Context: an optimization exercise on an open-source flow, tuned for a short achievable clock period and few clock cycles. The choices shown serve that exercise and are no tape-out recipe. In this exercise RTL edits were held to simulation tests only and were not proved equivalent to the original. Power figures rest on the tool's default switching activity, not on a simulated workload.

## job 7890
==> flow/design.v (excerpt) <==
module tlv_tag_table_extractor #(
   parameter int MAX_TAGS    = 32,
   parameter int STORE_BYTES = 1024
) (
   input  logic        clock,
   input  logic        reset,
   input  logic        req_valid,
   output logic        req_ready,
   input  logic        req_command,
   input  logic [4:0]  req_tag_slot,
   input  logic [23:0] req_tag_bytes,
   input  logic [7:0]  req_data_byte,
   input  logic        req_last_byte,
   output logic        rsp_valid,
   input  logic        rsp_ready,
   output logic [4:0]  rsp_tag_index,
   output logic [7:0]  rsp_value_byte,
   output logic        rsp_value_valid,
   output logic        rsp_value_end,
   output logic [9:0]  rsp_store_offset,
   output logic        rsp_message_done,
   output logic [2:0]  rsp_status,
   input  logic        csr_wr_en,
   input  logic [5:0]  csr_wr_data
);
export LEC_CHECK = 0
export CAP_MARGIN = 40
export CORE_MARGIN = 2
export CORE_UTILIZATION = 30
export SLEW_MARGIN = 20
export TNS_END_PERCENT = 100
create_clock -name core_clock -period 10.0 [get_ports {clock}]
standard.sh (not shown) runs the stock make flow with config.mk's settings and CLKGATE_MAP_FILE= SYNTH_SCRIPT=/design/flow/synth_recipe.tcl, a recipe that flattens the netlist after the stock synthesis.
==> flow/flow/run.sh <==
#!/bin/bash
# Layout flow: the standard ORFS flow (standard synthesis, placement, CTS,
# routing) at the design's clock period and constraints. Only the repair
# settings differ: timing repair aims for a larger setup slack, and the
# post-route antenna repair may iterate more often.
# make's full output goes to flow_make.log in this folder; each ORFS step
# keeps its own log under orfs/logs/.
set -euo pipefail
bash standard.sh SETUP_SLACK_MARGIN=6.5 MAX_REPAIR_ANTENNAS_ITER_DRT=10 finish > flow_make.log 2>&1
Testbench counts of job 7890, summed over its fixed seeds: cycles 104,722.
diff inputs: job 7890 => job 6960
--- a/flow/design.v
+++ b/flow/design.v
@@ -76,57 +76,56 @@
    localparam logic [2:0] PH_LCHK  = 3'd5;
    localparam logic [2:0] PH_EDUP  = 3'd6;
    localparam logic [2:0] PH_EOVF  = 3'd7;
    logic        rdy;
    logic        i_v;
    logic        i_cmd;
    logic [4:0]  i_slot;
    logic [23:0] i_tag;
    logic [7:0]  i_byte;
    logic        i_last;
    logic        c_v;
    logic [5:0]  c_data;
+   logic        hex_ok;      
+   logic [3:0]  hex_v;       
    assign req_ready = rdy;
    always_ff @(posedge clock) begin
       i_cmd  <= req_command;
       i_slot <= req_tag_slot;
       i_tag  <= req_tag_bytes;
       i_byte <= req_data_byte;
       i_last <= req_last_byte;
       c_data <= csr_wr_data;
+      hex_ok <= 1'b1;
+      hex_v  <= req_data_byte[3:0];
+      if (req_data_byte >= 8'h30 && req_data_byte <= 8'h39) hex_v <= req_data_byte[3:0];
+      else if ((req_data_byte >= 8'h41 && req_data_byte <= 8'h46) ||
+               (req_data_byte >= 8'h61 && req_data_byte <= 8'h66))
+         hex_v <= req_data_byte[3:0] + 4'd9;
+      else hex_ok <= 1'b0;
       if (reset) begin
          i_v <= 1'b0;
          c_v <= 1'b0;
       end else begin
          i_v <= req_valid & rdy;
          c_v <= csr_wr_en;
       end
    end
    logic [NT-1:0] active;
    always_ff @(posedge clock) begin
       if (reset) active <= '0;
       else if (c_v) begin
          for (int i = 0; i < NT; i++) active[i] <= (7'(i) < 7'(c_data));
       end
    end
-   logic        hex_ok;
-   logic [3:0]  hex_v;
-   always_comb begin
-      hex_ok = 1'b1;
-      hex_v  = i_byte[3:0];
-      if (i_byte >= 8'h30 && i_byte <= 8'h39) hex_v = i_byte[3:0];
-      else if ((i_byte >= 8'h41 && i_byte <= 8'h46) || (i_byte >= 8'h61 && i_byte <= 8'h66))
-         hex_v = i_byte[3:0] + 4'd9;
-      else hex_ok = 1'b0;
-   end
    logic [NT-1:0] t_hex;
    logic [NT-1:0] t_two;
    logic [6*NT-1:0] t_match;
    for (genvar i = 0; i < NT; i++) begin : g_cell
       ttx_tag_cell u_cell (
          .clock   (clock),
          .load_en (i_v && i_cmd == ttx_pkg::CMD_LOAD && i_slot == 5'(i)),
          .load_tag(i_tag),
          .byte_in (i_byte),
          .hex_ok  (hex_ok),
          .hex_val (hex_v),
          .is_hex  (t_hex[i]),
@@ -195,27 +194,27 @@
       for (int j = 0; j < W; j++)
          m_h2 = m_h2 | ({EW{hp2[j]}} & {w_s1[j], w_s0[j], w_n[j], w_cl[j], w_l[j], w_b[j],
                                         w_v[j]});
    end
    logic [EW-1:0] u_h0;
    logic [EW-1:0] u_h1;
    logic [EW-1:0] u_h2;
    logic [EW-1:0] h0;
    logic [EW-1:0] h1;
    logic          ins_h [3];
    logic [EW-1:0] src_h [3];
    logic [EW-1:0] dst_h [3];
-   assign ins_h[0] = e_v && |(tp & hp);
-   assign ins_h[1] = e_v && |(tp & hp1);
-   assign ins_h[2] = e_v && |(tp & hp2);
+   assign ins_h[0] = e_v && cnt == 5'd0;
+   assign ins_h[1] = e_v && cnt == 5'd1;
+   assign ins_h[2] = e_v && cnt == 5'd2;
    assign src_h[0] = h0;
    assign src_h[1] = h1;
    assign src_h[2] = m_h2;
    always_comb begin
       for (int x = 0; x < 3; x++) begin
          logic [NT-1:0] s1;
          logic [NT-1:0] s0;
          logic [4:0]    n;
          logic          cl;
          logic          l;
          logic [7:0]    bb;
          logic          v;
Findings:
On via count, job 7890 loses to job 6960.
Between job 7890 and job 6960, the share of final-layout standard cells stronger than drive strength 1 does not differ in any meaningful way.
Job 6960 — net switching power figure 1.1% higher, job 7890 as reference
Critical-path maximum fanout was lower in the run labelled job 7890.
Job 6960 vs job 7890 on ratio of routed vias to standard cells: job 6960 is the lower one.
From job 7890 to job 6960 the numbers moved as follows: met3 layer wire length in the routed design now smaller; worst hold margin went down 0.025 ns; detailed-router iteration count before antenna repair went down; count of buffers added by post-CTS timing repair for setup went down by 10; y dimension of the die shows an increase of 0.44%.
Job 6960 reached the final stage; the timing, DRC and antenna checks on its layout passed.
Compare job 6960 and job 7890 | critical path depth lower: job 7890
Across both runs, clock network fraction of total power was higher for job 6960 than for job 7890.
In job 6960, the met2 track demand over resource came out 1.3 points below the value in job 7890.
Total power is lower on job 7890
Testbench counts of job 6960, summed over its fixed seeds: cycles 104,722.

==> afterwards: timing with drivers on the ports <==
In the flow no input, the clock included, has a driving cell. The finished layouts below were timed again as built, in two steps. Step 1 sets driving cells, clkbuf_16 on the clock port and buf_2 on the other inputs (assumed; they add their load-dependent delay and slew). Step 2, shift: input delay + t, output delay - t, t = (earliest + latest rising clock arrival at the registers) / 2. This alone moves slack from input paths to output paths. Three values: ideal, step 1, step 2; two values: the first two.
run	t (ns)	setup slack, ns	worst hold slack (ns)	worst setup path after step 2	pins driven straight from the clock port
job 7890	0.995	6.402 / 6.402 / 5.643	0.332 / 0.332 / 0.332	input to register	1
job 6960	1.009	6.444 / 6.444 / 5.967	0.307 / 0.307 / 0.307	input to register	1
After both steps every run listed still meets setup and hold. For job 7890, which loses most, drivers alone change the setup slack by 0.000 ns; drivers and shift together by -0.759 ns.
